This is an optimization exercise on Yosys and OpenROAD, whose aim is small area, a short achievable clock period and few clock cycles per item, not a production implementation. Where RTL was checked, it was by simulation tests only, not by an equivalence proof against the original. The RTL of runs 1 to 5 was laid out without a check of its function. Power is estimated from default activity; no workload was simulated.

===== flow/config.mk =====
export PLATFORM = sky130hd
export DESIGN_NAME = ethernet_ipv4_header_classifier
export DESIGN_NICKNAME = ethernet_ipv4_header_classifier
export VERILOG_FILES = /design/flow/design.v
export SDC_FILE = /design/flow/constraint.sdc
export NUM_CORES = 4
export LEC_CHECK = 0
export ABC_AREA = 1
export CAP_MARGIN = 20
export CORE_MARGIN = 2
export CORE_UTILIZATION = 55
export SETUP_SLACK_MARGIN = 3.35
export SLEW_MARGIN = 20

===== flow/constraint.sdc =====
create_clock -name core_clock -period 5.5 [get_ports {clk}]
set_input_delay 1.1000 -clock core_clock [delete_from_list [all_inputs] [get_ports {clk}]]
set_output_delay 1.1000 -clock core_clock [all_outputs]
set_load 0.01 [all_outputs]

===== flow/design.v =====
module ethernet_ipv4_header_classifier (
  input  logic         clk,
  input  logic         rst_n,
  input  logic         in_tvalid,
  output logic         in_tready,
  input  logic [7:0]   in_tdata,
  input  logic         in_tlast,
  output logic         out_tvalid,
  input  logic         out_tready,
  output logic [127:0] out_tdata
);
  logic [16:0] lc_r;         
  logic [5:0]  sp_r;         
  logic [1:0]  et_r;         
  logic        a4_r;         
  logic [1:0]  pr_r;         
  logic [3:0]  thm_r;        
  logic        tok_r;        
  logic [6:0]  q_r;          
  logic        pk_r;         
  logic        p13_r;        
  logic [31:0] src_r, dst_r;
  logic [7:0]  ttl_r;
  logic [15:0] sport_r, dport_r;
  logic        acc_o, dec_o, aok_o, pok_o;
  logic [2:0]  cls_o;
  logic        ov_r, skv_r, itr_r;
  logic [2:0]  sk_cls;       
  logic [7:0] d;
  logic fire, mid, last13, res_now, ev, out_free, to_out, sk_move;
  assign d        = in_tdata;
  assign fire     = in_tvalid && itr_r;
  assign mid      = fire && !in_tlast;
  assign last13   = fire && in_tlast && p13;
  assign res_now  = fire && in_tlast && !p13;
  assign ev       = res_now || p13_r;
  assign out_free = !ov_r || out_tready;
  assign to_out   = ev && out_free;
  assign sk_move  = skv_r && out_tready;
  logic p12, p13, p14, p22, p23, pge14;
  logic [3:0] psrc, pdst;
  assign p12   = sp_r == 6'd12;
  assign p13   = sp_r == 6'd13;
  assign p14   = sp_r == 6'd14;
  assign p22   = sp_r == 6'd22;
  assign p23   = sp_r == 6'd23;
  assign psrc  = {sp_r == 6'd26, sp_r == 6'd27, sp_r == 6'd28, sp_r == 6'd29};
  assign pdst  = {sp_r == 6'd30, sp_r == 6'd31, sp_r == 6'd32, sp_r == 6'd33};
  assign pge14 = sp_r >= 6'd14;
  logic t1, t2, t3, t4, t13;
  assign t1  = q_r == 7'd1;
  assign t2  = q_r == 7'd2;
  assign t3  = q_r == 7'd3;
  assign t4  = q_r == 7'd4;
  assign t13 = q_r == 7'd13;
  logic ge, e4, ea, e6, r_aok, r_acc, r_dec;
  logic [2:0] r_cls;
  assign e4    = et_r == 2'b01;
  assign ea    = et_r == 2'b10;
  assign e6    = et_r == 2'b11;
  assign ge    = pge14 || p13_r;
  assign r_aok = a4_r && !q_r[6];
  assign r_cls[2] = ge && !e4 || r_aok && pr_r == 2'b00;
  assign r_cls[1] = ge && !e4 && !ea || r_aok && pr_r[1];
  assign r_cls[0] = ge && !e4 && !e6 || r_aok && pr_r[0];
  assign r_acc = ge && !e4 || r_aok;
  assign r_dec = ge && ea || r_aok;
  logic pk_nxt;
  assign pk_nxt = pk_r || a4_r && !q_r[6] &&
                  (pr_r == 2'b01 && tok_r && q_r[5:2] == thm_r && q_r[1:0] == 2'b11 ||
                   pr_r == 2'b10 && q_r[5:0] == 6'd7);
  always_ff @(posedge clk) begin
    if (!rst_n) begin
      a4_r <= 1'b0;
      q_r  <= 7'h40;
      pk_r <= 1'b0;
    end else if (fire) begin
      pk_r <= !in_tlast && pk_nxt;
      if (in_tlast) begin
        a4_r <= 1'b0;
        q_r  <= 7'h40;
      end else if (p14 && d[3:0] >= 4'd5) begin
        a4_r <= e4 && d[7:4] == 4'd4;
        q_r  <= 7'd2 - {1'b0, d[3:0], 2'b00};
      end else if (q_r != 7'd63) begin
        q_r <= q_r + 7'd1;
      end
    end
  end
  always_ff @(posedge clk) begin
    if (!rst_n) begin
      lc_r <= 17'd1;
      sp_r <= 6'd0;
    end else begin
      if (!ov_r) begin
        if (mid && !lc_r[16]) lc_r <= lc_r + 17'd1;
      end else if (out_tready) begin
        lc_r <= {11'd0, sp_r + {5'd0, mid} + 6'd1};
      end
      if (sk_move || to_out) begin
        sp_r <= 6'd0;
      end else if (mid && sp_r != 6'd63) begin
        sp_r <= sp_r + 6'd1;
      end
    end
  end
  always_ff @(posedge clk) begin
    if (fire) begin
      if (p12) et_r <= {d == 8'h86, d == 8'h08};
      if (p13) et_r <= (e4 && d == 8'h00) ? 2'b01 :
                       (e4 && d == 8'h06) ? 2'b10 :
                       (ea && d == 8'hDD) ? 2'b11 : 2'b00;
      if (p23) pr_r <= (d == 8'd6)  ? 2'b01 :
                       (d == 8'd17) ? 2'b10 :
                       (d == 8'd1)  ? 2'b11 : 2'b00;
      if (t13) begin
        thm_r <= d[7:4] - 4'd1;
        tok_r <= d[7:4] >= 4'd5;
      end
    end
  end
  logic       clr_a, clr_p;
  logic [7:0] da, dp;
  assign clr_a = sk_move || (to_out && !r_aok);
  assign clr_p = sk_move || (to_out && !pk_r);
  assign da    = clr_a ? 8'd0 : d;
  assign dp    = clr_p ? 8'd0 : d;
  always_ff @(posedge clk) begin
    if (clr_a || fire && p22) ttl_r <= da;
    for (int i = 0; i < 4; i++) begin
      if (clr_a || fire && psrc[i]) src_r[8*i +: 8] <= da;
      if (clr_a || fire && pdst[i]) dst_r[8*i +: 8] <= da;
    end
    if (clr_p || fire && t1) sport_r[15:8] <= dp;
    if (clr_p || fire && t2) sport_r[7:0]  <= dp;
    if (clr_p || fire && t3) dport_r[15:8] <= dp;
    if (clr_p || fire && t4) dport_r[7:0]  <= dp;
  end
  always_ff @(posedge clk) begin
    if (sk_move) begin
      cls_o <= sk_cls;
      acc_o <= sk_cls[2];
      dec_o <= sk_cls[2] && !sk_cls[1];
      aok_o <= 1'b0;
      pok_o <= 1'b0;
    end else if (to_out) begin
      cls_o <= r_cls;
      acc_o <= r_acc;
      dec_o <= r_dec;
      aok_o <= r_aok;
      pok_o <= pk_r;
    end
    if (ev && !out_free) sk_cls <= r_cls;
  end
  logic ov_nxt, skv_nxt, blk_nxt;
  assign ov_nxt  = ov_r && !out_tready || skv_r || ev;
  assign skv_nxt = skv_r ? !out_tready : ev && ov_r && !out_tready;
  assign blk_nxt = ov_r && !out_tready && (mid ? sp_r >= 6'd21 : sp_r >= 6'd22);
  always_ff @(posedge clk) begin
    if (!rst_n) begin
      ov_r  <= 1'b0;
      skv_r <= 1'b0;
      itr_r <= 1'b1;
      p13_r <= 1'b0;
    end else begin
      ov_r  <= ov_nxt;
      skv_r <= skv_nxt;
      itr_r <= !skv_nxt && !blk_nxt && !last13;
      p13_r <= last13;
    end
  end
  assign in_tready  = itr_r;
  assign out_tvalid = ov_r;
  assign out_tdata  = {lc_r, dport_r, sport_r, pok_o, ttl_r, dst_r, src_r,
                       aok_o, dec_o, cls_o, acc_o};
endmodule

===== flow/flow/run.sh =====
#!/bin/bash
# Standard synthesis, then the standard layout with plain buffers on the ports and
# without the delay cells as buffers.
set -uo pipefail
bash standard.sh synth > synth.log 2>&1 || exit 1
export BUFFER_PORTS_ARGS="-buffer_cell sky130_fd_sc_hd__buf_2"
export DONT_USE_CELLS="sky130_fd_sc_hd__clkdlybuf4s15_1 sky130_fd_sc_hd__clkdlybuf4s15_2 sky130_fd_sc_hd__clkdlybuf4s18_1 sky130_fd_sc_hd__clkdlybuf4s18_2 sky130_fd_sc_hd__clkdlybuf4s25_1 sky130_fd_sc_hd__clkdlybuf4s25_2 sky130_fd_sc_hd__clkdlybuf4s50_1 sky130_fd_sc_hd__clkdlybuf4s50_2 sky130_fd_sc_hd__dlygate4sd1_1 sky130_fd_sc_hd__dlygate4sd2_1 sky130_fd_sc_hd__dlygate4sd3_1 sky130_fd_sc_hd__dlymetal6s2s_1 sky130_fd_sc_hd__dlymetal6s4s_1 sky130_fd_sc_hd__dlymetal6s6s_1"
bash standard.sh > layout.log 2>&1

===== flow/standard.sh =====
#!/bin/bash
# synth_recipe.tcl (not shown) runs the flow's synth.tcl, then flattens the netlist and writes it again
# the make line also repeats each setting of config.mk as NAME=value (left out here)
make -C /OpenROAD-flow-scripts/flow DESIGN_CONFIG=/design/flow/config.mk WORK_HOME=/design/flow/orfs CLKGATE_MAP_FILE= SYNTH_SCRIPT=/design/flow/synth_recipe.tcl "${@:-finish}"

==> summary.txt, run 1 <==
For this design, the slowest cell found on the critical path is sky130_fd_sc_hd__dfxtp_2. The number of cells on the critical path is 1. The die covers 0.0134 mm2. The maximum level of the CTS H-tree came out at 4.

The worst hold path passes through 2 cells. The buffer levels on the longest clock path came out at 2. For this run, the leading register cell type out of synthesis is sky130_fd_sc_hd__edfxtp_1.

The type of the most critical hold path is register to register. The count of inserted antenna diode cells came out at 0. The count of max-cap constraint violations is 0. Setup repair after global routing could not meet its margin everywhere.

The gate count of the mapped netlist is 663. The library cells used most frequently in the layout, excluding fill and tap cells, are sky130_fd_sc_hd__buf_2, sky130_fd_sc_hd__nand2_1, sky130_fd_sc_hd__edfxtp_1. The root buffer selected by CTS is sky130_fd_sc_hd__clkbuf_16. The final net count came out at 868. The data arrival time of the critical path came out at between 1 and 1.5 ns. The weighted congestion reported at the end of routability-driven placement is 0.906.

The number of DRC violations after detailed routing came out at 0. The delay of the slowest cell on the worst path is 0.43 ns. The post-detailed-placement half-perimeter wirelength is 11,200 um.

The area of the core came out at approximately 0.012 mm2. The final number of hold-violating endpoints came out at 0. The global router's overall resource usage is 0.242.

The initial cell density of the core came out at 0.567. The via-per-instance ratio came out at around 5.3. The total wire length after detailed routing is 16,600 um. The total via count after detailed routing is 5,387. The number of clock buffers added by TritonCTS is 17. The layout-stage area growth over the synthesis result came out at 29.8%. The cell area that synthesis handed to floorplanning was 0.00687 mm2.

The initial antenna violation count came to 0. The number of DRC violations after detailed-routing iteration 0 came out at 415. The sequential element share of the synthesized area is 0.640. Each instance of the synthesized netlist takes up on average 10.4 um2. Static timing analysis puts the maximum clock frequency at 0.469 GHz. The count of nets left with antenna violations after detail routing came out at 0. The insertion delay to the later sink of the worst-skew pair came out at 0.43 ns. The fraction of the core area covered by cells at the end of the flow is 0.736.

Port buffering added 142 buffers. Counting flops with a built-in enable in the synthesized netlist gives 121. Across the VDD grid, the largest voltage drop is roughly 0.21 mV. The flow ran to the end and the layout has no timing, DRC or antenna violations. Of the cells placed in the final design, the portion with a size suffix greater than 1 is 0.325. The number of max-slew violations in the final report came out at 0.

STA classifies the critical path startpoint as a register. The total power divided by cell area came out at 314 mW/mm2. The floorplan has 40 rows.

The total of hold buffers inserted after clock tree synthesis is 0. The remaining max-slew budget at the tightest pin came out at 0.499. Measured along the x axis, the die boundary spans 116 um.

The average wire per cell in the routed design came out at 16.4 um. Setup violations remaining at the end of the flow were counted as 0. The overflow left after global routing came out at 0. The register clock-pin slew on the reported worst setup and hold paths is approximately 0.060 ns. The total of warnings raised by yosys came out at 1. The peak fanout along the critical path is 9. Data on the critical path is required at its endpoint by 4.40 ns. The async set or reset register ratio after synthesis came out at 0. The analysis attributes to cell leakage a power of 0.00377 uW. The pin count of the biggest net entering global routing came out at 23. Measured in cells, the most critical reg-to-reg path has a length of 11.

The kind of cell with the highest combined delay along the critical path is flip-flops. Pin placement for this block handled 143 I/O pins. Leaving out fill and tap cells, the most frequent cell in the layout is sky130_fd_sc_hd__buf_2. The number of register bits inferred by synthesis came out at 159. In the finished design, the share of the clock period the worst path needs comes to 0.388. Adding up every negative setup slack in the final design gives 0 ns. The time the final worst path needs with I/O delays and setup came out at about 2.1 ns. The buffers plus inverters on the worst setup path came out at 1. The critical path is of the register to output port type. The worst setup skew after layout came out at 0.00845 ns.

The signal on the critical path passes through buf_2. The wire length of the first global-routing pass is 24,400 um. The first detailed-routing pass ran for 7 iterations. The number of distinct library cell variants in the gate-level netlist after synthesis is 37. The slew at the pin with the worst max-slew slack is around 0.75 ns. The worst slack on hold paths came out at 0.462 ns. The power consumption came out at 2800 uW. The number of global-route vias before repair is 4,773. TritonCTS built the clock tree.

Synthesis produced a netlist with a net count of roughly 700. The kind of capture point of the worst setup path is an output port. For this design, the sink count on the clock tree is 159. The floorplan die height is 116 um.
## state kept, by name, indices dropped and copies added (netlist names), 3 cells and up
signal and flops:
sk_cls 3, sp_r 6, ttl_r 8, thm_r 4
lc_r 17, dst_r 32, dport_r 16, src_r 32
q_r 7, sport_r 16, cls_o 3
## through the flow
stage	worst slack, ns	std cells	instance area [um2]
6_report	3.37	1016	8910
5_1_grt	3.29	1016	8910
4_1_cts	3.35	993	8600
3_5_place_dp	2.59	958	7930
3_3_place_gp	2.68	958	7930
2_1_floorplan	3.26	663	7110
## path summary, 6_finish.rpt
check	startpoint	to	slack, ns
max	ov_r$_SDFF_PN0_	out_tvalid	3.37
min	a4_r$_SDFFE_PN0P_	a4_r$_SDFFE_PN0P_	0.46
max reg2reg	sp_r[0]$_SDFFE_PP0P_	q_r[4]$_SDFFE_PN0P_	3.49
min reg2reg	a4_r$_SDFFE_PN0P_	a4_r$_SDFFE_PN0P_	0.46
## worst min-delay path: stages (launching register included)
cell and delay (ns):
sky130_fd_sc_hd__dfxtp_1 0.30, sky130_fd_sc_hd__inv_1 0.07, sky130_fd_sc_hd__a21oi_1 0.06
## final cells by class
cell class	count	area [um2]
timing repair buffer	159	872
inverter	82	358
tap	168	210
fill	894	3200
timing repair inverter	1	5.00
clock buffer	17	425
multi-input combinational	416	2490
clock inverter	14	139
sequential	159	4410
## per-layer routing
layer  track usage  wire length (um)  up-vias  share of wire
li1              -                 -     2579              -
met1         0.342              7550     2584           0.45
met2         0.368              7750      205           0.47
met3        0.0664              1080       19          0.065
met4        0.0762               242        0          0.015
met5             0                 0        -              0
## where the power goes
| group | internal, uW | switching (uW) | total, uW |
|---|---|---|---|
| logic | 95.0 | 189 | 284 |
| clock network | 664 | 463 | 1130 |
| registers | 1360 | 26.5 | 1390 |
| total | 2120 | 679 | 2800 |
## cell families after synthesis
kind of cell / count (synthesis) / synth area share
adders and majority gates: 19 / 0.0346
AOI/OAI and AO/OA: 70 / 0.0581
and+or+nand+nor: 308 / 0.194
buffers and inverters: 97 / 0.0601
xor gates and xnor gates: 10 / 0.0128
DFF: 159 / 0.640
## Yosys cell counts, types with 2 or more instances
| library cell | n | area [um2] |
|---|---|---|
| sky130_fd_sc_hd__buf_2 | 7 | 35.0 |
| sky130_fd_sc_hd__a21boi_0 | 2 | 15.0 |
| sky130_fd_sc_hd__o211ai_1 | 3 | 22.5 |
| sky130_fd_sc_hd__nor2_1 | 87 | 327 |
| sky130_fd_sc_hd__inv_4 | 2 | 12.5 |
| sky130_fd_sc_hd__nand2_2 | 7 | 43.8 |
| sky130_fd_sc_hd__nor2_4 | 2 | 22.5 |
| sky130_fd_sc_hd__a31oi_1 | 2 | 12.5 |
| sky130_fd_sc_hd__nor3_1 | 12 | 60.1 |
| sky130_fd_sc_hd__xor2_1 | 9 | 78.8 |
| sky130_fd_sc_hd__buf_6 | 2 | 22.5 |
| sky130_fd_sc_hd__dfxtp_1 | 38 | 761 |
| sky130_fd_sc_hd__inv_1 | 76 | 285 |
| sky130_fd_sc_hd__nand2_1 | 136 | 510 |
| sky130_fd_sc_hd__edfxtp_1 | 121 | 3630 |
| sky130_fd_sc_hd__a22oi_1 | 2 | 15.0 |
| sky130_fd_sc_hd__nand2_4 | 5 | 56.3 |
| sky130_fd_sc_hd__inv_2 | 3 | 11.3 |
| sky130_fd_sc_hd__nand4_1 | 12 | 75.1 |
| sky130_fd_sc_hd__o31ai_1 | 3 | 22.5 |
| sky130_fd_sc_hd__a21oi_1 | 23 | 115 |
| sky130_fd_sc_hd__nand3_1 | 44 | 220 |
| sky130_fd_sc_hd__buf_4 | 5 | 37.5 |
| sky130_fd_sc_hd__o21ai_0 | 29 | 145 |
| sky130_fd_sc_hd__ha_1 | 19 | 238 |
## what timing repair did
action	CTS	global route
pin swaps	2	12
resized for setup	20	36
gates cloned	0	10
setup buffers	4	13
endpoints found under the setup margin	225	220
==> inputs of run 2 (changes only) <==
--- a/flow/design.v
+++ b/flow/design.v
@@ -18,4 +18,5 @@
   logic        tok_r;        
   logic [6:0]  q_r;          
+  logic        ak_r;         
   logic        pk_r;         
   logic        p13_r;        
@@ -49,9 +50,9 @@
   assign pge14 = sp_r >= 6'd14;
   logic t1, t2, t3, t4, t13;
-  assign t1  = q_r == 7'd1;
-  assign t2  = q_r == 7'd2;
-  assign t3  = q_r == 7'd3;
-  assign t4  = q_r == 7'd4;
-  assign t13 = q_r == 7'd13;
+  assign t1  = q_r == 7'h7e;
+  assign t2  = q_r == 7'h7f;
+  assign t3  = q_r == 7'd0;
+  assign t4  = q_r == 7'd1;
+  assign t13 = q_r == 7'd10;
   logic ge, e4, ea, e6, r_aok, r_acc, r_dec;
   logic [2:0] r_cls;
@@ -60,5 +61,5 @@
   assign e6    = et_r == 2'b11;
   assign ge    = pge14 || p13_r;
-  assign r_aok = a4_r && !q_r[6];
+  assign r_aok = ak_r;
   assign r_cls[2] = ge && !e4 || r_aok && pr_r == 2'b00;
   assign r_cls[1] = ge && !e4 && !ea || r_aok && pr_r[1];
@@ -66,14 +67,17 @@
   assign r_acc = ge && !e4 || r_aok;
   assign r_dec = ge && ea || r_aok;
-  logic pk_nxt;
+  logic ak_nxt, pk_nxt;
+  assign ak_nxt = ak_r || a4_r && q_r == 7'h7c;
   assign pk_nxt = pk_r || a4_r && !q_r[6] &&
-                  (pr_r == 2'b01 && tok_r && q_r[5:2] == thm_r && q_r[1:0] == 2'b11 ||
-                   pr_r == 2'b10 && q_r[5:0] == 6'd7);
+                  (pr_r == 2'b01 && tok_r && q_r[5:2] == thm_r && q_r[1:0] == 2'b00 ||
+                   pr_r == 2'b10 && q_r[5:0] == 6'd4);
   always_ff @(posedge clk) begin
     if (!rst_n) begin
       a4_r <= 1'b0;
       q_r  <= 7'h40;
+      ak_r <= 1'b0;
       pk_r <= 1'b0;
     end else if (fire) begin
+      ak_r <= !in_tlast && ak_nxt;
       pk_r <= !in_tlast && pk_nxt;
       if (in_tlast) begin
@@ -82,5 +86,5 @@
       end else if (p14 && d[3:0] >= 4'd5) begin
         a4_r <= e4 && d[7:4] == 4'd4;
-        q_r  <= 7'd2 - {1'b0, d[3:0], 2'b00};
+        q_r  <= {1'b1, ~d[3:0], 2'b11};
       end else if (q_r != 7'd63) begin
         q_r <= q_r + 7'd1;
--- a/flow/config.mk
+++ b/flow/config.mk
@@ -10,4 +10,4 @@
 export CORE_MARGIN = 2
 export CORE_UTILIZATION = 55
-export SETUP_SLACK_MARGIN = 3.35
+export SETUP_SLACK_MARGIN = 3.4
 export SLEW_MARGIN = 20
==> run 2 against run 1 <==
  * Clock power is essentially flat
  * Final cell count shrank 2.4%
  * Clock skew grew 0.0035 ns
  * Via count shrank 0.54%
  * Worst setup slack gained 0.011 ns
  * Critical path depth is the same
  * Largest cell class unchanged
  * Count of clock-buffer cells in the layout grew 2
  * Die area shrank 0.58%
  * Critical path type unchanged
  * Sequential power is essentially flat
==> summary.txt, run 2 <==
The number of global-route vias before repair is 4,769 (-0.084%). The combined area of the multi-input logic cells came out at 0.00242 mm2 (-3.1%). The TritonCTS sink count is 160 (+0.63%).

The die outline width came out at 115 um (-0.29%). The number of nets in the synthesized netlist came out at 669 (-3.7%). The buffer levels on the longest clock path is 2 (unchanged). The worst setup path is captured at an output port. The smallest setup slack after layout came out at 3.38 ns (+0.0109 ns). The gate count of the mapped netlist is 641 (-3.3%). The register clock-pin slew on the reported worst setup and hold paths came out at 0.06 ns (about the same).

The count of placed standard cells in the final layout, fillers left out is 992 (-2.4%). The top cell type's share of synthesized area came out at 0.532 (+0.00320). The element type at the critical path start is a register. The critical path data required time came out at 4.40 ns (about the same). The count of max-cap constraint violations is 0 (unchanged). The path class of the tightest hold or removal check is register to register.

The weighted congestion reported at the end of routability-driven placement came to 0.906 (unchanged). The async set or reset register ratio after synthesis came to 0 (unchanged). The area of the core is 0.0121 mm2 (-0.41%). The area of the die came out at 0.0133 mm2 (-0.58%). The floorplan die height came to 115 um (-0.29%).

The slew at the pin with the worst max-slew slack came out at 0.454 ns (-0.292 ns). The post-detailed-placement half-perimeter wirelength came out at 12,100 um (+7.9%). The number of DRC violations after detailed-routing iteration 0 is 585 (+41%). The number of cells on the critical path came out at 1 (unchanged). The setup path with the least slack is of type register to output port. The sequential fraction of design power was 0.498 (+0.002). Leaving out fill and tap cells, the most frequent cells in the layout are sky130_fd_sc_hd__buf_2, sky130_fd_sc_hd__edfxtp_1, sky130_fd_sc_hd__nand2_1. TritonCTS built the clock tree. The final number of hold-violating endpoints is 0 (unchanged). The worst register-to-register path ends at dport_r[1]$_DFFE_PP_. The run finished with no timing, DRC or antenna violations. The predominant post-synthesis flop cell is sky130_fd_sc_hd__edfxtp_1. The insertion delay to the later sink of the worst-skew pair came out at 0.43 ns (about the same). The share of total power in combinational logic came out at 0.093 (-0.008). The number of port buffers was 142 (unchanged). The register-to-register setup slack came out at 3.52 ns (+0.03 ns). The share of final-layout standard cells stronger than drive strength 1 is 0.329 (+0.00341). The layout-stage area growth over the synthesis result came out at 29.0%. The library cell contributing the largest single delay on the critical path is sky130_fd_sc_hd__edfxtp_1. Leaving out fill and tap cells, the most frequent cell in the layout is sky130_fd_sc_hd__buf_2. The time the final worst path needs with I/O delays and setup is 2.12 ns (-0.0109 ns).

The switching power summed over all nets is 678 uW (about the same). The top achievable clock speed came out at 0.471 GHz (+0.51%). The total I/O pin count is 143 (unchanged). The sequential element share of the synthesized area came out at 0.647 (+0.00681).

The area used by sequential logic in the layout came out at 0.00443 mm2 (+0.62%). The switching fraction of total power came to 0.242 (-0.000243). The maximum level of the CTS H-tree is 4 (unchanged). The highest ir drop seen on vdd came out at 0.204 mV (-5.0%). The buffers plus inverters on the worst setup path came out at 1 (unchanged). The setup slack after placement came out at 2.75 ns (+0.160 ns).

The number of filler cells placed in the layout is 864 (-3.4%). The total of warnings raised by yosys is 1 (unchanged). The total via count after detailed routing is 5,358 (-0.54%).

The remaining max-slew budget at the tightest pin is 0.690 (+0.191). Counting instances in the post-synthesis netlist gives the leading cell types as sky130_fd_sc_hd__edfxtp_1, sky130_fd_sc_hd__nand2_1, sky130_fd_sc_hd__inv_1. The total of hold buffers inserted after clock tree synthesis came to 0 (unchanged). The most critical setup path has its endpoint at out_tdata[23]. The number of register bits inferred by synthesis came out at 160 (+0.63%). The final sum of negative setup slack is 0 ns (unchanged).

The internal power summed over all cells came to 2120 uW (+0.12%). The number of distinct library cell variants in the gate-level netlist after synthesis is 42 (+14%). The global router's overall resource usage came out at 0.258 (+0.0156). The cell type with the highest aggregate area in the netlist is sky130_fd_sc_hd__edfxtp_1. The leakage dissipation is 0.00359 uW (-4.8%). The mean instance size in the synthesized netlist came out at 10.6 um2 (+2.8%). The delay of the slowest cell on the worst path came out at 0.43 ns (about the same).

The cell family contributing the most delay on the critical path is flip-flops. The wire length of the first global-routing pass came out at 25,600 um (+4.9%). The post-synthesis instance area came to 0.00682 mm2 (-0.60%).

The total power divided by cell area came out at 318 mW/mm2 (+1.3%). The depth of the most critical reg-to-reg path is 11 (unchanged). Setup repair after global routing could not meet its margin everywhere.

The final net count came out at 839 (-3.3%). In the final layout, the registers with the most flip-flops are dst_r (32), src_r (32), lc_r (17). The total wire length after detailed routing is 16,900 um (+1.7%). The worst slack on hold paths is 0.451 ns (-0.0102 ns). The peak fanout along the critical path came to 1 (-8). The data arrival time of the critical path came out at 1.02 ns (about the same). The setup violation total in the final timing report was 0 (unchanged). The clock buffer count from CTS was 17 (unchanged).

The power consumption came out at 2800 uW (about the same). The average wire per cell in the routed design is 17.0 um (+4.1%). The root buffer selected by CTS is sky130_fd_sc_hd__clkbuf_16. The initial antenna violation count is 0 (unchanged).

In this run the critical register-to-register path is launched from sp_r[1]$_SDFFE_PP0P_. The share of power burned in the clock network is 0.409 (+0.007). The most frequent cell after synthesis is sky130_fd_sc_hd__edfxtp_1. The number of detailed-route iterations in the first pass is 5 (-2). The initial cell density of the core came out at 0.566 (-0.00107). The signal on the critical path passes through buf_2. The number of enable flip-flop cells after synthesis came to 121 (unchanged).

By area the synthesized netlist is led by sky130_fd_sc_hd__edfxtp_1, sky130_fd_sc_hd__dfxtp_1, sky130_fd_sc_hd__nand2_1. The portion of the clock cycle consumed by the worst path in the final layout came out at 0.386 (-0.00197). The number of DRC violations after detailed routing is 0 (unchanged). The overflow left after global routing is 0 (unchanged). The number of cells in the design after placement is 939 (-2.0%). The count of inserted antenna diode cells was 0 (unchanged).

The most critical setup path has its startpoint at src_r[17]$_DFFE_PP_. The count of nets left with antenna violations after detail routing is 0 (unchanged). The via-per-instance ratio came out at 5.40 (+1.9%). The number of max-slew violations in the final report was 0 (unchanged). The pin count of the biggest net entering global routing came out at 20 (-13%). The cell row count is 40 (unchanged). The worst setup skew after layout came out at 0.0119 ns (+0.00346 ns).
[run 2: how the worst min path moves through the flow]
| stage | endpoint | slack (ns) | cells past startpoint | startpoint |
|---|---|---|---|---|
| CTS | lc_r[7]$_SDFFE_PN0P_ | 0.50 | 1 | lc_r[7]$_SDFFE_PN0P_ |
| finish | lc_r[7]$_SDFFE_PN0P_ | 0.45 | 1 | lc_r[7]$_SDFFE_PN0P_ |
| detailed placement | lc_r[7]$_SDFFE_PN0P_ | 0.48 | 1 | lc_r[7]$_SDFFE_PN0P_ |
| global placement | lc_r[7]$_SDFFE_PN0P_ | 0.48 | 1 | lc_r[7]$_SDFFE_PN0P_ |
| global route | lc_r[7]$_SDFFE_PN0P_ | 0.49 | 1 | lc_r[7]$_SDFFE_PN0P_ |
| floorplan | pok_o$_SDFFE_PP0N_ | 0.45 | 2 | pok_o$_SDFFE_PP0N_ |
[run 2: logic make-up (layout without fill, tap and decap cells)]
kind of cell | count (synthesis) | after routing | synth area share
flops | 160 | 160 | 0.647
compound gates | 78 | 78 | 0.0653
buf+inv | 91 | 266 | 0.0552
simple gates | 290 | 298 | 0.196
fa+ha+maj | 15 | 15 | 0.0275
xor+xnor | 7 | 7 | 0.00898
[run 2: through the flow]
stage / instance area (um2) / util
after global routing: 8800 / 0.730
after floorplan: 7020 / -
after detailed placement: 7860 / 0.652
after global placement: 7860 / 0.652
after CTS: 8640 / 0.716
final: 8800 / 0.730
[run 2: per-layer routing]
layer,global-route usage,vias to the layer above,wire [um]
li1,-,2536,-
met1,0.363,2529,7480
met2,0.405,272,7960
met3,0.0501,21,1220
met4,0.0851,0,233
met5,0,-,0
[run 2: final cells by class]
| type | count | share of cell area |
|---|---|---|
| clock buffers | 19 | 0.0492 |
| clock inverters | 13 | 0.0154 |
| inverters | 79 | 0.0373 |
| multi-input cells | 398 | 0.275 |
| flip-flops and latches | 160 | 0.504 |
| well taps | 168 | 0.0239 |
| repair buffers | 155 | 0.0957 |
[run 2: power by group through the flow]
stage | clock network [uW] | logic (uW) | registers (uW)
5_1_grt | 1210 | 286 | 1400
2_1_floorplan | 0 | 117 | 1440
3_3_place_gp | 0 | 222 | 1420
3_5_place_dp | 0 | 228 | 1420
4_1_cts | 1160 | 248 | 1400
6_report | 1150 | 262 | 1400
[run 2: repair_timing]
| item | 4_1_cts | 5_1_grt |
|---|---|---|
| resized for setup | 26 | 24 |
| buffers inserted | 7 | 6 |
| endpoints found under the setup margin | 233 | 247 |
| cloned | 2 | 6 |
| pin swaps | 5 | 11 |
==> inputs of run 3 (changes only) <==
--- a/flow/config.mk
+++ b/flow/config.mk
@@ -10,4 +10,5 @@
 export CORE_MARGIN = 2
 export CORE_UTILIZATION = 55
+export CTS_BUF_LIST = sky130_fd_sc_hd__clkbuf_8
 export SETUP_SLACK_MARGIN = 3.4
 export SLEW_MARGIN = 20
==> run 3 against run 2 <==
  * Sequential power is essentially flat
  * Via count grew 0.82%
  * Design area shrank 1.0%
  * First-iteration DRC count shrank 7.5%
  * Synthesized area is the same
  * Critical path depth is the same
  * Flip-flop and latch count is the same
  * Count of clock-buffer cells in the layout shrank 2
  * Sequential share of layout area grew 0.82 points
  * Clock skew grew 0.00078 ns
  * Clock power shrank 28%
  * Largest cell class unchanged
==> summary.txt, run 3 <==
The cell type with the highest aggregate area in the netlist is sky130_fd_sc_hd__edfxtp_1. The mean instance size in the synthesized netlist came out at 10.6 um2 (unchanged). The largest registers in the layout are dst_r (32), src_r (32), lc_r (17). The portion of the clock cycle consumed by the worst path in the final layout was 0.393 (+0.00723). The root buffer selected by CTS is sky130_fd_sc_hd__clkbuf_8. Setup repair after global routing could not meet its margin everywhere. The count of max-cap constraint violations came to 0 (unchanged). The post-detailed-placement half-perimeter wirelength came out at 12,100 um (unchanged).

The data arrival time of the critical path came out at 1.06 ns (+0.04 ns). The time the final worst path needs with I/O delays and setup was 2.16 ns (+0.0398 ns). The maximum level of the CTS H-tree was 4 (unchanged). The sequential element share of the synthesized area came out at 0.647 (unchanged). The signal on the critical path passes through buf_6.

The worst setup path is of the register to output port kind. The placement-stage cell area came out at 0.00786 mm2 (unchanged). TritonCTS built the clock tree. The detailed route wirelength on metal2 was 8110 um (+1.9%). The average wire per cell in the routed design was 16.9 um (-0.87%).

The final sum of negative setup slack is 0 ns (unchanged). The number of enable flip-flop cells after synthesis was 121 (unchanged). The async set or reset register ratio after synthesis is 0 (unchanged). The area of the die is 0.0133 mm2 (unchanged). The pin count of the biggest net entering global routing is 20 (unchanged).

The count of nets left with antenna violations after detail routing came to 0 (unchanged). The number of port buffers came to 142 (unchanged). The total wire length after detailed routing is 17,000 um (+0.53%).

The library cell contributing the largest single delay on the critical path is sky130_fd_sc_hd__edfxtp_1. The share of final-layout standard cells stronger than drive strength 1 came to 0.348 (+0.0196). The buffer levels on the longest clock path was 2 (unchanged).

The library cells used most frequently in the layout, excluding fill and tap cells, are sky130_fd_sc_hd__buf_2, sky130_fd_sc_hd__edfxtp_1, sky130_fd_sc_hd__nand2_1. The buffers plus inverters on the worst setup path came out at 1 (unchanged). The final number of hold-violating endpoints came out at 0 (unchanged). The total via count after detailed routing came to 5,402 (+0.82%). The highest ir drop seen on vdd came to 0.146 mV (-29%). The detailed-routing wirelength on met1 was 7590 um (+1.5%). The global router's overall resource usage is 0.251 (-0.00669). The top cell type's share of synthesized area came out at 0.532 (unchanged). The total I/O pin count came to 143 (unchanged). The die outline width came out at 115 um (unchanged). For this run, the leading register cell type out of synthesis is sky130_fd_sc_hd__edfxtp_1. The leakage dissipation is 0.00358 uW (-0.21%). The post-synthesis instance area came to 0.00682 mm2 (unchanged). The gate count of the mapped netlist came out at 641 (unchanged). The critical path data required time came out at 4.40 ns (about the same). The run finished with no timing, DRC or antenna violations.

The overflow left after global routing came out at 0 (unchanged). The top achievable clock speed came out at 0.463 GHz (-1.8%). The number of max-slew violations in the final report is 0 (unchanged). Yosys attributes the largest share of cell area to sky130_fd_sc_hd__edfxtp_1, sky130_fd_sc_hd__dfxtp_1, sky130_fd_sc_hd__nand2_1. The clock buffer count from CTS came out at 17 (unchanged). The number of global-route vias before repair is 4,754 (-0.31%).

The register clock-pin slew on the reported worst setup and hold paths was 0.08 ns (+0.02 ns). The floorplan die height came out at 115 um (unchanged). The area of the core came out at 0.0121 mm2 (unchanged). The highest metal layer carrying signal wires in the routed design is met4. The weighted congestion reported at the end of routability-driven placement is 0.906 (unchanged). The kind of capture point of the worst setup path is an output port.

The library cell used most frequently in the layout, excluding fill and tap cells, is sky130_fd_sc_hd__buf_2. Among cell families on the critical path, the largest total delay comes from flip-flops. The worst setup path is launched from a register. The total power divided by cell area came out at 286 mW/mm2 (-10%). The initial cell density of the core came out at 0.566 (unchanged). The insertion delay to the later sink of the worst-skew pair came out at 0.46 ns (+0.03 ns). The cell row count is 40 (unchanged). The number of detailed-route iterations in the first pass is 5 (unchanged). The initial antenna violation count was 0 (unchanged).

The total of warnings raised by yosys is 1 (unchanged). The slew at the pin with the worst max-slew slack is 0.482 ns (+0.0286 ns). The met3 layer wire length in the routed design is 1090 um (-11%). The most frequent cell after synthesis is sky130_fd_sc_hd__edfxtp_1. The area of all placed cells without fillers is 0.00871 mm2 (-1.0%). The number of DRC violations after detailed routing is 0 (unchanged). The setup violation total in the final timing report came out at 0 (unchanged).

The commonest cells after synthesis are sky130_fd_sc_hd__edfxtp_1, sky130_fd_sc_hd__nand2_1, sky130_fd_sc_hd__inv_1. The total of hold buffers inserted after clock tree synthesis came out at 0 (unchanged). Compared with the post-synthesis result, the final layout area differs by 27.7%. The peak fanout along the critical path is 1 (unchanged). The number of DRC violations after detailed-routing iteration 0 is 541 (-7.5%).

The number of register bits inferred by synthesis came out at 160 (unchanged). The number of nets in the synthesized netlist is 669 (unchanged). The count of inserted antenna diode cells is 0 (unchanged). The remaining max-slew budget at the tightest pin was 0.678 (-0.0113). The wire length of the first global-routing pass is 25,000 um (-2.3%). The worst setup skew after layout is 0.0127 ns (+0.000778 ns). The number of distinct library cell variants in the gate-level netlist after synthesis is 42 (unchanged). The min-delay analysis places its worst path in the category register to register. The delay of the slowest cell on the worst path is 0.45 ns (+0.02 ns).

The TritonCTS sink count is 160 (unchanged). The final net count came out at 853 (+1.7%). The via-per-instance ratio came to 5.37 (-0.58%).
## run 3: cell counts after synthesis
Identical to the previous run, type by type.
## run 3: power by group
part | leakage (uW) | switching, uW | total (uW) | internal (uW)
Clock | 0.000192 | 433 | 833 | 400
Combinational | 0.00192 | 175 | 269 | 94.3
Sequential | 0.00148 | 27.3 | 1390 | 1360
## run 3: metal layers
layer | vias to the layer above | global-route usage
li1 | 2566 | -
met1 | 2573 | 0.355
met2 | 244 | 0.394
met3 | 19 | 0.0532
met4 | 0 | 0.0739
met5 | - | 0
## run 3: path summary, 6_finish.rpt
kind	slack, ns	from	cells after the start	to
worst max-delay path	3.34	acc_o$_DFFE_PP_	1	out_tdata[0]
worst min-delay path	0.49	lc_r[9]$_SDFFE_PN0P_	2	lc_r[9]$_SDFFE_PN0P_
worst max register to register	3.52	sp_r[3]$_SDFFE_PP0P_	9	dport_r[4]$_DFFE_PP_
worst min register to register	0.49	lc_r[9]$_SDFFE_PN0P_	2	lc_r[9]$_SDFFE_PN0P_
## run 3: timing repair
| action | in CTS | in global routing |
|---|---|---|
| setup buffers | 10 | 16 |
| pin swaps | 1 | 13 |
| resized for setup | 30 | 31 |
| cloned | 0 | 9 |
| setup endpoints to repair | 302 | 329 |
## run 3: area by class of cell
class	instances	area, um2
Timing Repair Buffer	168	941
Clock buffer	17	234
Tap cell	168	210
Sequential cell	160	4460
Fill cell	910	3350
Clock inverter	15	143
Multi-Input combinational cell	399	2400
Inverter	79	325
## run 3: kinds of logic after synthesis
group                      synth area share
buffers and inverters                0.0552
adders and majority gates            0.0275
xor gates and xnor gates            0.00898
AOI/OAI and AO/OA                    0.0653
and+or+nand+nor                       0.196
DFF                                   0.647
## run 3: stage by stage
step | hold slack (ns) | instances | utilization | total power (uW) | setup WS [ns]
finish | 0.495 | 1006 | 0.722 | 2490 | 3.34
CTS | 0.455 | 981 | 0.696 | 2480 | 3.29
global placement | 0.480 | 939 | 0.652 | 1640 | 2.81
floorplan | 0.455 | 641 | - | 1550 | 3.19
detailed placement | 0.477 | 939 | 0.652 | 1650 | 2.75
global route | 0.524 | 1006 | 0.722 | 2590 | 3.30
==> inputs of run 4 (changes only) <==
--- a/flow/config.mk
+++ b/flow/config.mk
@@ -9,6 +9,5 @@
 export CAP_MARGIN = 20
 export CORE_MARGIN = 2
-export CORE_UTILIZATION = 55
-export CTS_BUF_LIST = sky130_fd_sc_hd__clkbuf_8
+export CORE_UTILIZATION = 60
 export SETUP_SLACK_MARGIN = 3.4
 export SLEW_MARGIN = 20
==> run 4 against run 3 <==
  * Count of clock-buffer cells in the layout is 1 higher
  * Global-route usage increased by 2.3 points
  * Critical path type unchanged
  * Die area down 8.1%
  * Critical endpoint is now out_tdata[68]
  * Largest cell class unchanged
==> summary.txt, run 4 <==
The most used flip-flop cell after synthesis is sky130_fd_sc_hd__edfxtp_1. The number of cells on the critical path came out at 1 (unchanged). Setup repair after global routing could not meet its margin everywhere. The total via count after detailed routing came to 5,407 (+0.093%).

The number of max-slew violations in the final report came out at 0 (unchanged). The async set or reset register ratio after synthesis came to 0 (unchanged). The depth of the most critical reg-to-reg path was 5 (-4). The area of the die is 0.0122 mm2 (-8.1%). After synthesis, the most frequently instantiated cells are sky130_fd_sc_hd__edfxtp_1, sky130_fd_sc_hd__nand2_1, sky130_fd_sc_hd__inv_1. The cell type with the highest aggregate area in the netlist is sky130_fd_sc_hd__edfxtp_1. STA classifies the critical path endpoint as an output port. The critical path in this run is classified as register to output port.

The share of final-layout standard cells stronger than drive strength 1 came out at 0.342 (-0.00669). TritonCTS built the clock tree. The top cell type's share of synthesized area is 0.532 (unchanged). By area the synthesized netlist is led by sky130_fd_sc_hd__edfxtp_1, sky130_fd_sc_hd__dfxtp_1, sky130_fd_sc_hd__nand2_1. The final net count came out at 846 (-0.82%). The cell sitting at the root of the clock tree is a sky130_fd_sc_hd__clkbuf_16. The mean instance size in the synthesized netlist is 10.6 um2 (unchanged).

The slew at the pin with the worst max-slew slack is 0.436 ns (-0.0463 ns). The number of distinct library cell variants in the gate-level netlist after synthesis is 42 (unchanged). The number of DRC violations after detailed routing is 0 (unchanged). The weighted congestion reported at the end of routability-driven placement is 0.922 (+1.8%). The number of global-route vias before repair came out at 4,967 (+4.5%). For hold timing, the worst endpoint is lc_r[7]$_SDFFE_PN0P_.

The insertion delay to the later sink of the worst-skew pair is 0.43 ns (-0.03 ns). The min-delay analysis places its worst path in the category register to register. Leaving out fill and tap cells, the most frequent cell in the layout is sky130_fd_sc_hd__buf_2. The total I/O pin count came out at 143 (unchanged).

The final number of hold-violating endpoints came out at 0 (unchanged). The gate count of the mapped netlist is 641 (unchanged). The layout-stage area growth over the synthesis result came out at 29.5%. The pin count of the biggest net entering global routing came to 20 (unchanged). The final sum of negative setup slack is 0 ns (unchanged). The number of enable flip-flop cells after synthesis was 121 (unchanged). The run finished with no timing, DRC or antenna violations.

The buffers plus inverters on the worst setup path is 1 (unchanged). The sequential element share of the synthesized area is 0.647 (unchanged). The critical path data required time came out at 4.40 ns (about the same). The count of nets left with antenna violations after detail routing is 0 (unchanged).

The number of detailed-route iterations in the first pass came out at 7 (+2). The number of filler cells placed in the layout came out at 632 (-31%). The initial antenna violation count came out at 0 (unchanged). The highest ir drop seen on vdd was 0.346 mV (+140%).

The number of nets in the synthesized netlist is 669 (unchanged). sky130_fd_sc_hd__edfxtp_1 is the most common cell in the netlist. The total of hold buffers inserted after clock tree synthesis is 0 (unchanged).

The total wire length after detailed routing is 17,200 um (+1.1%). The number of stages on the worst hold path is 1 (-1). The die outline width is 111 um (-4.1%).

The register-to-register setup slack came out at 3.44 ns (-0.08 ns). The worst setup path is launched from a register. The TritonCTS sink count was 160 (unchanged). The post-synthesis instance area came out at 0.00682 mm2 (unchanged).

The register clock-pin slew on the reported worst setup and hold paths is 0.07 ns (about the same). In the layout the commonest cells are sky130_fd_sc_hd__buf_2, sky130_fd_sc_hd__edfxtp_1, sky130_fd_sc_hd__nand2_1. The largest individual stage delay along the critical path comes from the cell sky130_fd_sc_hd__edfxtp_1. The signal on the critical path passes through buf_2. The worst hold path begins at lc_r[7]$_SDFFE_PN0P_.

Broken down by cell family, the worst path's largest delay share belongs to flip-flops. The top achievable clock speed is 0.473 GHz (+2.4%). The data arrival time of the critical path came out at 1.01 ns (-0.05 ns).

The number of DRC violations after detailed-routing iteration 0 is 502 (-7.2%). The floorplan die height is 111 um (-4.1%). The maximum level of the CTS H-tree came to 4 (unchanged).

The worst setup skew after layout came out at 0.0114 ns (-0.00127 ns). The overflow left after global routing came out at 0 (unchanged). The area of the core came out at 0.0110 mm2 (-8.9%). The largest registers in the layout are dst_r (32), src_r (32), lc_r (17). The global router's overall resource usage came out at 0.274 (+0.0231). The total power divided by cell area was 318 mW/mm2 (+11%). The clock buffer count from CTS is 17 (unchanged). The power consumption came out at 2810 uW (+13%).

The time the final worst path needs with I/O delays and setup came out at 2.11 ns (-0.0500 ns). The delay of the slowest cell on the worst path came out at 0.42 ns (-0.03 ns). The via-per-instance ratio is 5.57 (+3.7%). The average wire per cell in the routed design came out at 17.7 um (+4.7%). The portion of the clock cycle consumed by the worst path in the final layout is 0.384 (-0.00909). In this run the critical register-to-register path is launched from sp_r[4]$_SDFFE_PP0P_. The wire length of the first global-routing pass came out at 26,100 um (+4.4%). The peak fanout along the critical path is 1 (unchanged). The count of max-cap constraint violations is 0 (unchanged). The leakage dissipation came out at 0.00365 uW (+1.7%).

The number of port buffers is 142 (unchanged). The remaining max-slew budget at the tightest pin came out at 0.702 (+0.0233). The setup violation total in the final timing report is 0 (unchanged). The total of warnings raised by yosys is 1 (unchanged).

The buffer levels on the longest clock path is 2 (unchanged). The number of register bits inferred by synthesis came out at 160 (unchanged). The cell row count came to 38 (-5.0%). The post-detailed-placement half-perimeter wirelength came out at 11,500 um (-4.7%). The count of inserted antenna diode cells came out at 0 (unchanged). In this run the critical register-to-register path is captured at src_r[23]$_DFFE_PP_. The initial cell density of the core came out at 0.621 (+0.0556).
-- run 4: cell counts after synthesis --
No cell type changed its count.
-- run 4: metal layers --
| layer | vias up | global-route usage | share of wire |
|---|---|---|---|
| met3 | 29 | 0.0708 | 0.085 |
| met2 | 290 | 0.427 | 0.49 |
| met5 | - | 0 | 0 |
| li1 | 2538 | - | - |
| met4 | 0 | 0.0775 | 0.016 |
| met1 | 2550 | 0.385 | 0.41 |
-- run 4: repair_timing --
item,4_1_cts,5_1_grt
resized for setup,26,28
setup endpoints to repair,228,251
setup buffers,9,13
gates cloned,6,0
pin swaps,6,7
-- run 4: report_power, final --
| part | internal [uW] | total [uW] | switching [uW] |
|---|---|---|---|
| registers | 1370 | 1390 | 26.8 |
| clock network | 638 | 1150 | 507 |
| logic | 94.2 | 269 | 175 |
| total | 2100 | 2810 | 709 |
-- run 4: worst max-delay path by stage --
| stage | to | slack, ns | start |
|---|---|---|---|
| 2_1_floorplan | dport_r[0]$_DFFE_PP_ | 3.19 | in_tvalid |
| 3_3_place_gp | dport_r[2]$_DFFE_PP_ | 2.84 | in_tvalid |
| 3_5_place_dp | ttl_r[0]$_DFFE_PP_ | 2.80 | in_tvalid |
| 4_1_cts | et_r[1]$_DFFE_PP_ | 3.36 | in_tdata[4] |
| 5_1_grt | out_tdata[2] | 3.35 | cls_o[1]$_DFFE_PP_ |
| 6_report | out_tdata[68] | 3.39 | dst_r[30]$_DFFE_PP_ |
-- run 4: cells by family after synthesis --
logic type,share of synthesized area
adder cells (fa/ha/maj),0.0275
AND/OR/NAND/NOR,0.196
buffers and inverters,0.0552
AO/OA/AOI/OAI,0.0653
XOR/XNOR,0.00898
flip-flops,0.647
-- run 4: metrics by stage --
step	util	cells	setup WS [ns]	hold WS, ns	area, um2
after global routing	0.805	971	3.35	0.480	8840
after CTS	0.788	958	3.36	0.511	8650
after detailed placement	0.713	911	2.80	0.493	7830
final	0.805	971	3.39	0.457	8840
after global placement	0.713	911	2.84	0.476	7830
after floorplan	-	641	3.19	0.455	7020
-- run 4: cell type report --
class	instances	area [um2]	share of cell area
repair buffers	164	913	0.103
repair inverters	1	16.3	0.00184
clock buffers	18	429	0.0486
clock inverters	14	146	0.0166
multi-input cells	395	2400	0.271
well taps	140	175	0.0198
flip-flops and latches	160	4440	0.502
inverters	79	325	0.0368
==> inputs of run 5 (changes only) <==
--- a/flow/flow/run.sh
+++ b/flow/flow/run.sh
@@ -4,5 +4,5 @@
 set -uo pipefail
 bash standard.sh synth > synth.log 2>&1 || exit 1
-export BUFFER_PORTS_ARGS="-buffer_cell sky130_fd_sc_hd__buf_2"
+export BUFFER_PORTS_ARGS="-buffer_cell sky130_fd_sc_hd__buf_1"
 export DONT_USE_CELLS="sky130_fd_sc_hd__clkdlybuf4s15_1 sky130_fd_sc_hd__clkdlybuf4s15_2 sky130_fd_sc_hd__clkdlybuf4s18_1 sky130_fd_sc_hd__clkdlybuf4s18_2 sky130_fd_sc_hd__clkdlybuf4s25_1 sky130_fd_sc_hd__clkdlybuf4s25_2 sky130_fd_sc_hd__clkdlybuf4s50_1 sky130_fd_sc_hd__clkdlybuf4s50_2 sky130_fd_sc_hd__dlygate4sd1_1 sky130_fd_sc_hd__dlygate4sd2_1 sky130_fd_sc_hd__dlygate4sd3_1 sky130_fd_sc_hd__dlymetal6s2s_1 sky130_fd_sc_hd__dlymetal6s4s_1 sky130_fd_sc_hd__dlymetal6s6s_1"
 bash standard.sh > layout.log 2>&1
--- a/flow/config.mk
+++ b/flow/config.mk
@@ -9,5 +9,5 @@
 export CAP_MARGIN = 20
 export CORE_MARGIN = 2
-export CORE_UTILIZATION = 60
+export CORE_UTILIZATION = 55
 export SETUP_SLACK_MARGIN = 3.4
 export SLEW_MARGIN = 20
==> run 5 against run 4 <==
  * Fmax shrank 0.69%
  * Sequential share of layout area grew 0.60 points
  * Flip-flop and latch count is the same
  * Global-route usage shrank 2.6 points
  * First-iteration DRC count grew 2.0%
  * Power is essentially flat
  * Count of clock-buffer cells in the layout is the same
  * Combinational power shrank 5%
  * Via count shrank 1.9%
  * Sequential power is essentially flat
  * Worst hold slack is essentially flat
  * Non-clock buffer count grew 1
  * Critical endpoint is now out_tdata[2]
  * Highest routed layer unchanged
==> summary.txt, run 5 <==
The flow ran to the end and the layout has no timing, DRC or antenna violations. The predominant post-synthesis flop cell is sky130_fd_sc_hd__edfxtp_1. The number of port buffers is 142 (unchanged). The layer flagged by global routing as most heavily used is met2.

The most common cell after layout, fill and taps aside is sky130_fd_sc_hd__edfxtp_1. The number of distinct library cell variants in the gate-level netlist after synthesis came to 42 (unchanged). The area of all placed cells without fillers is 0.00874 mm2 (-1.1%). The post-detailed-placement half-perimeter wirelength is 11,700 um (+1.6%).

The signal on the critical path passes through clkbuf_2. Setup repair after global routing could not meet its margin everywhere. The final sum of negative setup slack is 0 ns (unchanged). The setup slack after placement is 2.62 ns (-0.182 ns).

The mean instance size in the synthesized netlist came out at 10.6 um2 (unchanged). The count of max-cap constraint violations is 0 (unchanged). The portion of the clock cycle consumed by the worst path in the final layout came out at 0.387 (+0.00265). The wire length of the first global-routing pass came out at 24,500 um (-6.3%). The number of cells in the design after placement came out at 939 (+3.1%).

In the layout the commonest cells are sky130_fd_sc_hd__edfxtp_1, sky130_fd_sc_hd__nand2_1, sky130_fd_sc_hd__buf_1. The top cell type's share of synthesized area is 0.532 (unchanged). The count of nets left with antenna violations after detail routing came to 0 (unchanged). The overflow left after global routing came out at 0 (unchanged). The number of global-route vias before repair came out at 4,715 (-5.1%). In the synthesized netlist, the cells that appear most often are sky130_fd_sc_hd__edfxtp_1, sky130_fd_sc_hd__nand2_1, sky130_fd_sc_hd__inv_1. The top achievable clock speed came to 0.470 GHz (-0.69%). The number of enable flip-flop cells after synthesis is 121 (unchanged).

The total of warnings raised by yosys is 1 (unchanged). The post-synthesis instance area is 0.00682 mm2 (unchanged). The pin count of the biggest net entering global routing is 20 (unchanged). The floorplan die height came out at 115 um (+4.3%).

The number of stages on the worst hold path came to 1 (unchanged). The total via count after detailed routing is 5,304 (-1.9%). The smallest setup slack after layout came to 3.37 ns (-0.0146 ns). The library cell contributing the largest single delay on the critical path is sky130_fd_sc_hd__edfxtp_1. The async set or reset register ratio after synthesis came out at 0 (unchanged). The total of hold buffers inserted after clock tree synthesis came out at 0 (unchanged). The register clock-pin slew on the reported worst setup and hold paths is 0.06 ns (about the same). The placement-stage cell area came out at 0.00769 mm2 (-1.8%). The remaining max-slew budget at the tightest pin came out at 0.675 (-0.0265). The met2 track utilization from global routing came out at 0.391 (-0.0360). The dominant delay contributor by cell family on the critical path is flip-flops. The area of the core came out at 0.0121 mm2 (+9.8%). The weighted congestion reported at the end of routability-driven placement is 0.867 (-6.0%).

The total power divided by cell area is 322 mW/mm2 (+1.2%). The critical path data required time is 4.40 ns (about the same). The worst setup path is captured at an output port. The global routing usage on met3 is 0.0501 (-0.0207).

The number of DRC violations after detailed routing is 0 (unchanged). The initial cell density of the core came out at 0.566 (-0.0556). The maximum level of the CTS H-tree is 4 (unchanged). The total I/O pin count is 143 (unchanged).

The delay of the slowest cell on the worst path is 0.44 ns (+0.02 ns). The layout-stage area growth over the synthesis result came out at 28.0%. In this run the clock root is driven by a sky130_fd_sc_hd__clkbuf_16.

The gate count of the mapped netlist is 641 (unchanged). The number of max-slew violations in the final report is 0 (unchanged). The share of final-layout standard cells stronger than drive strength 1 was 0.206 (-0.136). The number of register bits inferred by synthesis was 160 (unchanged). The time the final worst path needs with I/O delays and setup is 2.13 ns (+0.0146 ns).

In the final layout, the registers with the most flip-flops are dst_r (32), src_r (32), lc_r (17). The buffer levels on the longest clock path is 2 (unchanged). The die outline width came out at 115 um (+4.3%). The initial antenna violation count was 0 (unchanged). The number of cells on the critical path was 1 (unchanged). The number of DRC violations after detailed-routing iteration 0 came out at 512 (+2.0%). The critical path is of the register to output port type.

The number of nets in the synthesized netlist is 669 (unchanged). The cell row count came out at 40 (+5.3%). The final number of hold-violating endpoints is 0 (unchanged). The global router's overall resource usage came to 0.248 (-0.0263). The fraction of met1 tracks used by global routing came out at 0.342 (-0.0424). The peak fanout along the critical path came to 1 (unchanged).

The TritonCTS sink count is 160 (unchanged). Yosys attributes the largest share of cell area to sky130_fd_sc_hd__edfxtp_1, sky130_fd_sc_hd__dfxtp_1, sky130_fd_sc_hd__nand2_1. The highest ir drop seen on vdd is 0.226 mV (-35%). The slew at the pin with the worst max-slew slack was 0.487 ns (+0.0511 ns). The element type at the critical path start is a register.

The total wire length after detailed routing is 16,400 um (-4.3%). The depth of the most critical reg-to-reg path is 13 (+8). The count of placed standard cells in the final layout, fillers left out is 999 (+2.9%). The leakage dissipation came out at 0.00331 uW (-9.1%).

The insertion delay to the later sink of the worst-skew pair was 0.43 ns (about the same). The number of detailed-route iterations in the first pass came out at 6 (-1). The clock buffer count from CTS is 17 (unchanged). Of all cell types, the one taking the most synthesized area is sky130_fd_sc_hd__edfxtp_1. TritonCTS built the clock tree.

The count of inserted antenna diode cells is 0 (unchanged). The average wire per cell in the routed design came out at 16.4 um (-7.0%). The setup violation total in the final timing report is 0 (unchanged). The data arrival time of the critical path came out at 1.03 ns (+0.02 ns). The worst setup skew after layout is 0.00551 ns (-0.00591 ns).

The area of the die is 0.0133 mm2 (+8.8%). The final net count came to 846 (unchanged). The via-per-instance ratio is 5.31 (-4.7%).

The sequential element share of the synthesized area came out at 0.647 (unchanged). The buffers plus inverters on the worst setup path is 1 (unchanged). The type of the most critical hold path is register to register. The most frequent cell after synthesis is sky130_fd_sc_hd__edfxtp_1.
run 5: changes by cell type in the layout (fill, tap and decap cells not counted), sizes merged:
| cell | delta |
|---|---|
| buf | -20 |
| bufinv | +1 |
| clkbuf | +21 |
| clkinv | -1 |
| nor2 | -1 |
run 5: cell type report:
| class | count | area [um2] |
|---|---|---|
| fillers | 872 | 3320 |
| clock inverters | 14 | 154 |
| repair buffers | 165 | 759 |
| repair inverters | 1 | 8.76 |
| clock buffers | 18 | 429 |
| flip-flops and latches | 160 | 4440 |
| inverters | 79 | 328 |
| well taps | 168 | 210 |
| multi-input cells | 394 | 2410 |
run 5: metal layers:
metal  routed length [um]  up-vias
li1                     -     2542
met3                 1020       29
met2                 7730      210
met5                    0        -
met1                 7390     2523
met4                  294        0
run 5: worst paths after layout:
check / startpoint / end / slack (ns)
setup / recovery: cls_o[1]$_DFFE_PP_ / out_tdata[2] / 3.37
hold / removal: lc_r[7]$_SDFFE_PN0P_ / lc_r[7]$_SDFFE_PN0P_ / 0.46
setup reg to reg: sp_r[1]$_SDFFE_PP0P_ / dst_r[12]$_DFFE_PP_ / 3.49
hold reg to reg: lc_r[7]$_SDFFE_PN0P_ / lc_r[7]$_SDFFE_PN0P_ / 0.46
run 5: what timing repair did:
| item | 4_1_cts | 5_1_grt |
|---|---|---|
| setup endpoints to repair | 237 | 191 |
| gates cloned | 2 | 3 |
| resized for setup | 37 | 47 |
| pin swaps | 4 | 10 |
| setup buffers | 8 | 15 |
run 5: through the flow:
stage	utilization	power, uW	hold WS, ns
after global routing	0.724	2910	0.490
after global placement	0.637	1630	0.474
after detailed placement	0.637	1640	0.498
final	0.724	2810	0.457
after CTS	0.705	2800	0.512
after floorplan	-	1550	0.455
run 5: logic make-up after synthesis:
logic type,synth area share
flops,0.647
simple gates,0.196
buf+inv,0.0552
fa+ha+maj,0.0275
xor+xnor,0.00898
compound gates,0.0653
run 5: power by group:
part / switching [uW] / leakage [uW] / internal [uW] / total [uW]
sequential: 26.9 / 0.00147 / 1370 / 1390
clock: 484 / 0.000285 / 675 / 1160
combinational: 175 / 0.00156 / 81.3 / 256
total: 685 / 0.00331 / 2120 / 2810
==> inputs of run 6 (changes only) <==
--- a/flow/design.v
+++ b/flow/design.v
@@ -20,5 +20,4 @@
   logic        ak_r;         
   logic        pk_r;         
-  logic        p13_r;        
   logic [31:0] src_r, dst_r;
   logic [7:0]  ttl_r;
@@ -29,15 +28,13 @@
   logic [2:0]  sk_cls;       
   logic [7:0] d;
-  logic fire, mid, last13, res_now, ev, out_free, to_out, sk_move;
+  logic fire, mid, ev, out_free, to_out, sk_move;
   assign d        = in_tdata;
   assign fire     = in_tvalid && itr_r;
   assign mid      = fire && !in_tlast;
-  assign last13   = fire && in_tlast && p13;
-  assign res_now  = fire && in_tlast && !p13;
-  assign ev       = res_now || p13_r;
+  assign ev       = fire && in_tlast;
   assign out_free = !ov_r || out_tready;
   assign to_out   = ev && out_free;
   assign sk_move  = skv_r && out_tready;
-  logic p12, p13, p14, p22, p23, pge14;
+  logic p12, p13, p14, p22, p23, pge13;
   logic [3:0] psrc, pdst;
   assign p12   = sp_r == 6'd12;
@@ -48,5 +45,5 @@
   assign psrc  = {sp_r == 6'd26, sp_r == 6'd27, sp_r == 6'd28, sp_r == 6'd29};
   assign pdst  = {sp_r == 6'd30, sp_r == 6'd31, sp_r == 6'd32, sp_r == 6'd33};
-  assign pge14 = sp_r >= 6'd14;
+  assign pge13 = sp_r >= 6'd13;
   logic t1, t2, t3, t4, t13;
   assign t1  = q_r == 7'h7e;
@@ -55,10 +52,14 @@
   assign t4  = q_r == 7'd1;
   assign t13 = q_r == 7'd10;
-  logic ge, e4, ea, e6, r_aok, r_acc, r_dec;
+  logic e4_13, ea_13, e6_13, e4, ea, e6;
+  assign e4_13 = et_r == 2'b01 && d == 8'h00;
+  assign ea_13 = et_r == 2'b01 && d == 8'h06;
+  assign e6_13 = et_r == 2'b10 && d == 8'hDD;
+  assign e4 = p13 ? e4_13 : et_r == 2'b01;
+  assign ea = p13 ? ea_13 : et_r == 2'b10;
+  assign e6 = p13 ? e6_13 : et_r == 2'b11;
+  logic ge, r_aok, r_acc, r_dec;
   logic [2:0] r_cls;
-  assign e4    = et_r == 2'b01;
-  assign ea    = et_r == 2'b10;
-  assign e6    = et_r == 2'b11;
-  assign ge    = pge14 || p13_r;
+  assign ge    = pge13;
   assign r_aok = ak_r;
   assign r_cls[2] = ge && !e4 || r_aok && pr_r == 2'b00;
@@ -112,7 +113,5 @@
     if (fire) begin
       if (p12) et_r <= {d == 8'h86, d == 8'h08};
-      if (p13) et_r <= (e4 && d == 8'h00) ? 2'b01 :
-                       (e4 && d == 8'h06) ? 2'b10 :
-                       (ea && d == 8'hDD) ? 2'b11 : 2'b00;
+      if (p13) et_r <= e4_13 ? 2'b01 : ea_13 ? 2'b10 : e6_13 ? 2'b11 : 2'b00;
       if (p23) pr_r <= (d == 8'd6)  ? 2'b01 :
                        (d == 8'd17) ? 2'b10 :
@@ -166,10 +165,8 @@
       skv_r <= 1'b0;
       itr_r <= 1'b1;
-      p13_r <= 1'b0;
     end else begin
       ov_r  <= ov_nxt;
       skv_r <= skv_nxt;
-      itr_r <= !skv_nxt && !blk_nxt && !last13;
-      p13_r <= last13;
+      itr_r <= !skv_nxt && !blk_nxt;
     end
   end
--- a/flow/config.mk
+++ b/flow/config.mk
@@ -10,4 +10,4 @@
 export CORE_MARGIN = 2
 export CORE_UTILIZATION = 55
-export SETUP_SLACK_MARGIN = 3.4
+export SETUP_SLACK_MARGIN = 3.45
 export SLEW_MARGIN = 20
==> run 6 against run 5 <==
  * Register-to-register slack better by 0.13 ns
  * Non-clock buffer count is 7 lower
  * First-iteration DRC count is 13% higher
  * Global-route usage is 0.15 points higher
  * Count of clock-buffer cells in the layout is 1 lower
  * Combinational power is 4% lower
  * Design area hardly changed
  * Via count is 2.0% lower
  * Still clean
  * Routed wire length is 0.88% higher
  * Worst hold slack better by 0.017 ns
  * Sequential power hardly changed
  * Largest cell class unchanged
  * Synthesized area is 0.73% lower
==> summary.txt, run 6 <==
The async set or reset register ratio after synthesis is 0 (unchanged). The run finished with no timing, DRC or antenna violations. The worst register-to-register path begins at sp_r[0]$_SDFFE_PP0P_. The signal on the critical path passes through clkbuf_2.

The largest registers in the layout are dst_r (32), src_r (32), lc_r (17). The final sum of negative setup slack is 0 ns (unchanged). The count of nets left with antenna violations after detail routing came to 0 (unchanged). The share of final-layout standard cells stronger than drive strength 1 was 0.309 (+0.103).

The most used flip-flop cell after synthesis is sky130_fd_sc_hd__edfxtp_1. The number of detailed-route iterations in the first pass is 5 (-1). The type of the most critical hold path is register to register. The initial antenna violation count is 0 (unchanged). The gate count of the mapped netlist is 631 (-1.6%). The peak fanout along the critical path came out at 1 (unchanged). The top cell type's share of synthesized area is 0.536 (+0.00393). Tracing the worst setup path back leads to its startpoint at src_r[8]$_DFFE_PP_. The setup violation total in the final timing report is 0 (unchanged).

The synthesized design spends more area on one cell type than any other, namely sky130_fd_sc_hd__edfxtp_1. The final net count came out at 824 (-2.6%). The total of warnings raised by yosys is 1 (unchanged). The register clock-pin slew on the reported worst setup and hold paths came out at 0.06 ns (about the same). In this run the worst setup path terminates at out_tdata[14]. Among cell families on the critical path, the largest total delay comes from flip-flops. The count of max-cap constraint violations is 0 (unchanged). The number of port buffers is 142 (unchanged). The critical path is of the register to output port type. The wire length of the first global-routing pass came to 24,700 um (+0.73%). The number of enable flip-flop cells after synthesis came out at 121 (unchanged). The data arrival time of the critical path came out at 0.99 ns (-0.04 ns). The critical path data required time is 4.40 ns (about the same).

The total of hold buffers inserted after clock tree synthesis came out at 0 (unchanged). The worst setup path is captured at an output port. The number of distinct library cell variants in the gate-level netlist after synthesis was 36 (-14%).

The buffer levels on the longest clock path is 2 (unchanged). The total I/O pin count is 143 (unchanged). The number of DRC violations after detailed routing came to 0 (unchanged). The tree is rooted in a sky130_fd_sc_hd__clkbuf_16. The clock buffer count from CTS came out at 17 (unchanged). The pin count of the biggest net entering global routing came out at 20 (unchanged). The maximum level of the CTS H-tree is 4 (unchanged).

The average wire per cell in the routed design is 17.3 um (+5.4%). The total via count after detailed routing came out at 5,196 (-2.0%). The number of filler cells placed in the layout came out at 860 (-1.4%). The portion of the clock cycle consumed by the worst path in the final layout came out at 0.380 (-0.00689).

The delay of the slowest cell on the worst path came out at 0.42 ns (-0.02 ns). The post-detailed-placement half-perimeter wirelength is 11,900 um (+1.4%). The count of placed standard cells in the final layout, fillers left out was 956 (-4.3%).

TritonCTS built the clock tree. The number of nets in the synthesized netlist is 658 (-1.6%). The number of max-slew violations in the final report came to 0 (unchanged). The top achievable clock speed came out at 0.479 GHz (+1.8%). The number of DRC violations after detailed-routing iteration 0 came out at 579 (+13%). The count of inserted antenna diode cells is 0 (unchanged). The library cell used most frequently in the layout, excluding fill and tap cells, is sky130_fd_sc_hd__edfxtp_1. The insertion delay to the later sink of the worst-skew pair came to 0.42 ns (about the same).

The number of cells on the critical path came out at 1 (unchanged). The layout-stage area growth over the synthesis result is 29.0%. The via-per-instance ratio came out at 5.44 (+2.4%). The library cell contributing the largest single delay on the critical path is sky130_fd_sc_hd__edfxtp_1.

The area of the die was 0.0132 mm2 (-0.71%). The time the final worst path needs with I/O delays and setup is 2.09 ns (-0.0379 ns). Leaving out fill and tap cells, the most frequent cells in the layout are sky130_fd_sc_hd__edfxtp_1, sky130_fd_sc_hd__nand2_1, sky130_fd_sc_hd__clkbuf_2. The endpoint identified for the worst register-to-register timing path is q_r[4]$_SDFFE_PN0P_.

The register-to-register setup slack came out at 3.62 ns (+0.13 ns). The total wire length after detailed routing was 16,600 um (+0.88%). The leakage dissipation is 0.00344 uW (+3.8%).

The number of global-route vias before repair came to 4,739 (+0.51%). The number of cells in the design after placement is 909 (-3.2%). The overflow left after global routing came to 0 (unchanged).

The buffers plus inverters on the worst setup path is 1 (unchanged). Among all cell types in the netlist, the one instantiated most often is sky130_fd_sc_hd__edfxtp_1.
run 6: logic make-up after synthesis:
group | synth area share
adder cells (fa/ha/maj) | 0.0259
flip-flops | 0.649
AO/OA/AOI/OAI | 0.0663
XOR/XNOR | 0.0103
AND/OR/NAND/NOR | 0.192
buffers and inverters | 0.0569
run 6: repair_timing:
| item | 4_1_cts | 5_1_grt |
|---|---|---|
| endpoints found under the hold margin | 0 | 0 |
| gates resized for setup | 53 | 102 |
| pin swaps | 3 | 2 |
| setup endpoints to repair | 292 | 182 |
| buffers inserted | 10 | 6 |
run 6: layout make-up:
type | count | area [um2] | share of cell area
clock buffers | 17 | 425 | 0.0487
well taps | 147 | 184 | 0.0211
clock inverters | 14 | 155 | 0.0178
flip-flops and latches | 159 | 4430 | 0.507
repair buffers | 158 | 795 | 0.0909
multi-input cells | 384 | 2430 | 0.278
inverters | 77 | 315 | 0.0361
run 6: report_power, final:
part	leakage (uW)	switching, uW	internal, uW	total (uW)
Clock	0.000282	486	676	1160
Combinational	0.00170	165	79.8	245
Sequential	0.00146	25.6	1360	1380
Total	0.00344	676	2110	2790
run 6: how the worst min path moves through the flow:
stage	from	slack (ns)	to
finish	lc_r[2]$_SDFFE_PN0P_	0.47	lc_r[2]$_SDFFE_PN0P_
CTS	lc_r[2]$_SDFFE_PN0P_	0.48	lc_r[2]$_SDFFE_PN0P_
floorplan	aok_o$_SDFFE_PP0P_	0.43	aok_o$_SDFFE_PP0P_
detailed placement	aok_o$_SDFFE_PP0P_	0.47	aok_o$_SDFFE_PP0P_
global placement	pok_o$_SDFFE_PP0P_	0.47	pok_o$_SDFFE_PP0P_
global route	lc_r[2]$_SDFFE_PN0P_	0.50	lc_r[2]$_SDFFE_PN0P_
run 6: routing by layer:
metal	vias up	global-route usage	share of wire
met4	0	0.0851	0.013
met5	-	0	0
li1	2484	-	-
met1	2460	0.349	0.44
met2	234	0.396	0.48
met3	18	0.0464	0.071
run 6: through the flow:
stage	setup slack (ns)	hold slack, ns	total power, uW	util	instance area, um2
after global routing	3.32	0.499	2880	0.727	8740
after detailed placement	2.66	0.473	1620	0.643	7720
after global placement	2.70	0.471	1610	0.643	7720
after floorplan	3.29	0.425	1540	-	7100
final	3.41	0.474	2790	0.727	8740
after CTS	3.40	0.475	2770	0.709	8510
Testbench counts of run 6, summed over its fixed seeds: cycles 308,813, bytes 308,670.
